Background: an optimization exercise with open tools, aiming at small area, a short achievable clock period and few clock cycles. Do not read the settings as production practice.
The RTL was checked by simulation tests, not by an equivalence proof against the original design.
Power and IR drop assume default switching activity.

## exp/nickel
==> flow/design.v (excerpt) <==
module insertion_sort_engine #(
   parameter int DEPTH       = 32,
   parameter int VALUE_WIDTH = 16
) (
   input  logic                          clock,
   input  logic                          reset,
   input  logic                          start,
   output logic                          busy,
   input  logic signed [VALUE_WIDTH-1:0] req_value,
   input  logic                          req_last,
   output logic                          rsp_strobe,
   output logic signed [VALUE_WIDTH-1:0] rsp_value_res,
   output logic                          rsp_last_res,
   output logic                          rsp_dropped
);
For scale: ~670 flip-flops, roughly 34,000 um^2 of cells after synthesis.
Settings: LEC_CHECK=0, CAP_MARGIN=20, CORE_MARGIN=2, CORE_UTILIZATION=60, CTS_BUF_LIST=sky130_fd_sc_hd__clkbuf_16, CTS_CLUSTER_DIAMETER=80, CTS_CLUSTER_SIZE=24, SETUP_SLACK_MARGIN=2.3, SLEW_MARGIN=20, TNS_END_PERCENT=10; clock period 4.5 ns.
run.sh (not shown) runs the stock make flow with config.mk's settings and CLKGATE_MAP_FILE= SYNTH_SCRIPT=/design/flow/synth_recipe.tcl, a recipe that flattens the netlist after the stock synthesis.
exp/nickel reached the final stage; the timing, design-rule and antenna checks on its layout passed.
Testbench counts of exp/nickel, summed over its fixed seeds: cycles 6,595.
Input-level comparison between exp/onyx and exp/nickel:
# exp/nickel
export LEC_CHECK = 0
export CAP_MARGIN = 20
export CORE_MARGIN = 2
export CORE_UTILIZATION = 60
export CTS_BUF_LIST = sky130_fd_sc_hd__clkbuf_16
export CTS_CLUSTER_DIAMETER = 80
export CTS_CLUSTER_SIZE = 24
export SETUP_SLACK_MARGIN = 2.3
export SLEW_MARGIN = 20
export TNS_END_PERCENT = 10
create_clock -name core_clock -period 4.5 [get_ports {clock}]
# exp/onyx
export LEC_CHECK = 0
export ABC_AREA = 1
export CAP_MARGIN = 20
export CORE_MARGIN = 2
export CORE_UTILIZATION = 60
export CTS_BUF_LIST = sky130_fd_sc_hd__clkbuf_16
export CTS_CLUSTER_DIAMETER = 80
export CTS_CLUSTER_SIZE = 24
export SETUP_SLACK_MARGIN = 2.3
export SLEW_MARGIN = 20
create_clock -name core_clock -period 4.5 [get_ports {clock}]
--- outcome ---
exp/onyx reports a lower leakage power than exp/nickel does.
Going from exp/nickel to exp/onyx, complex-gate fraction of the synthesized area has decreased, final-layout clock-cell area share saw little to no change, first-pass GRT wire length went down 8.0%, area of the die -2.2%, placed wire-length estimate lost 7.7%.
Input changes introduced in exp/willow (baseline for comparison: exp/onyx):
# exp/onyx
export LEC_CHECK = 0
export ABC_AREA = 1
export CAP_MARGIN = 20
export CORE_MARGIN = 2
export CORE_UTILIZATION = 60
export CTS_BUF_LIST = sky130_fd_sc_hd__clkbuf_16
export CTS_CLUSTER_DIAMETER = 80
export CTS_CLUSTER_SIZE = 24
export SETUP_SLACK_MARGIN = 2.3
export SLEW_MARGIN = 20
create_clock -name core_clock -period 4.5 [get_ports {clock}]
# exp/willow
export LEC_CHECK = 0
export CAP_MARGIN = 20
export CORE_MARGIN = 2
export CORE_UTILIZATION = 65
export CTS_BUF_LIST = sky130_fd_sc_hd__clkbuf_16
export CTS_CLUSTER_DIAMETER = 80
export CTS_CLUSTER_SIZE = 24
export SETUP_SLACK_MARGIN = 2.2
export SLEW_MARGIN = 20
create_clock -name core_clock -period 4.5 [get_ports {clock}]
==> summary.txt <==
- Delta (exp/willow minus exp/onyx): area of the placeable core decreased about 5%; met2 track demand over resource in global routing up 14 points; worst setup slack went down 68 ps; proportion of synthesized chip area in sequential cells now smaller.
- On fraction of synthesized cell area in xor and xnor cells, exp/willow and exp/onyx are neck and neck.
- exp/onyx reports its capturing element of the worst setup path as head_last_ff while exp/willow reports g_cell[24].u_cell.g_ff.
- Taking exp/onyx as the reference, in exp/willow gate count after technology mapping fell 15%; total combinational power went down about 5%; die height decreased 6.7 um.
- Multi-input combinational area share ended up 5.4 points higher on exp/willow than on exp/onyx.
- Compared with exp/onyx, in exp/willow total wire length climbed 3.3%; switching part of the total dropped 0.92 points.
Input changes introduced in exp/fjord (baseline for comparison: exp/willow):
# exp/willow
export LEC_CHECK = 0
export CAP_MARGIN = 20
export CORE_MARGIN = 2
export CORE_UTILIZATION = 65
export CTS_BUF_LIST = sky130_fd_sc_hd__clkbuf_16
export CTS_CLUSTER_DIAMETER = 80
export CTS_CLUSTER_SIZE = 24
export SETUP_SLACK_MARGIN = 2.2
export SLEW_MARGIN = 20
create_clock -name core_clock -period 4.5 [get_ports {clock}]
# exp/fjord
export LEC_CHECK = 0
export CAP_MARGIN = 20
export CORE_MARGIN = 2
export CORE_UTILIZATION = 60
export CTS_BUF_LIST = sky130_fd_sc_hd__clkbuf_16
export CTS_CLUSTER_DIAMETER = 100
export CTS_CLUSTER_SIZE = 30
export SETUP_SLACK_MARGIN = 2.3
export SLEW_MARGIN = 20
create_clock -name core_clock -period 4.5 [get_ports {clock}]
Findings:
- For the met3 track demand over resource, exp/fjord came in 1.3 points lower than exp/willow did.
- exp/fjord: final non-filler cell total is 1.6% higher than what exp/willow reported.
- Compared with exp/willow, exp/fjord ends up with more cell area.
- On largest clock skew in the final design, exp/fjord and exp/willow are basically level.
- Compared with exp/willow, exp/fjord shows switching power higher by 0.021 mW.
- Deepest level of the CTS H-tree, exp/fjord and exp/willow, higher one = exp/willow.
- The run with more routed wire is exp/fjord, not exp/willow.
- Compared exp/fjord vs exp/willow, and top fanout value on the critical path is up in exp/fjord.
- Comparing exp/fjord and exp/willow, power dissipated in sequential cells is higher on exp/fjord.
- On setup slack, exp/fjord and exp/willow are basically level.
- Diff exp/fjord..exp/willow | count of state elements after synthesis | negligible

[port drivers added, routing unchanged]
The flow's constraints put no driver on any port. The routed layouts listed below were extracted and timed again, unchanged, in two steps.
Step 1: set_driving_cell puts a clkbuf_16 on clock and a buf_2 on each other input, an assumption about the parent block.
Step 2 times the ports against the registers' clock, not the clock port: input delays grow and output delays shrink by t, the midpoint of the rising clock arrivals with the driver on.
Slacks: ideal / step 1 / step 2; pairs: ideal / step 1.
run | t, ns | setup WS [ns] | latest minus earliest clock arrival (ns) | worst data-port slew with drivers (ns) | cell pins on the clock port's net
exp/nickel | 0.651 | 2.192 / 2.192 / 2.192 | 0.017 / 0.018 | 0.04 | 1
exp/onyx | 0.656 | 2.285 / 2.239 / 1.943 | 0.023 / 0.022 | 0.05 | 1
exp/willow | 0.650 | 2.217 / 2.217 / 2.217 | 0.028 / 0.028 | 0.05 | 1
exp/fjord | 0.702 | 2.216 / 2.216 / 2.216 | 0.027 / 0.027 | 0.05 | 1
After both steps setup and hold are still met in every run listed. For exp/onyx, which loses most, drivers alone change the setup slack by -0.046 ns; drivers and shift together by -0.342 ns.
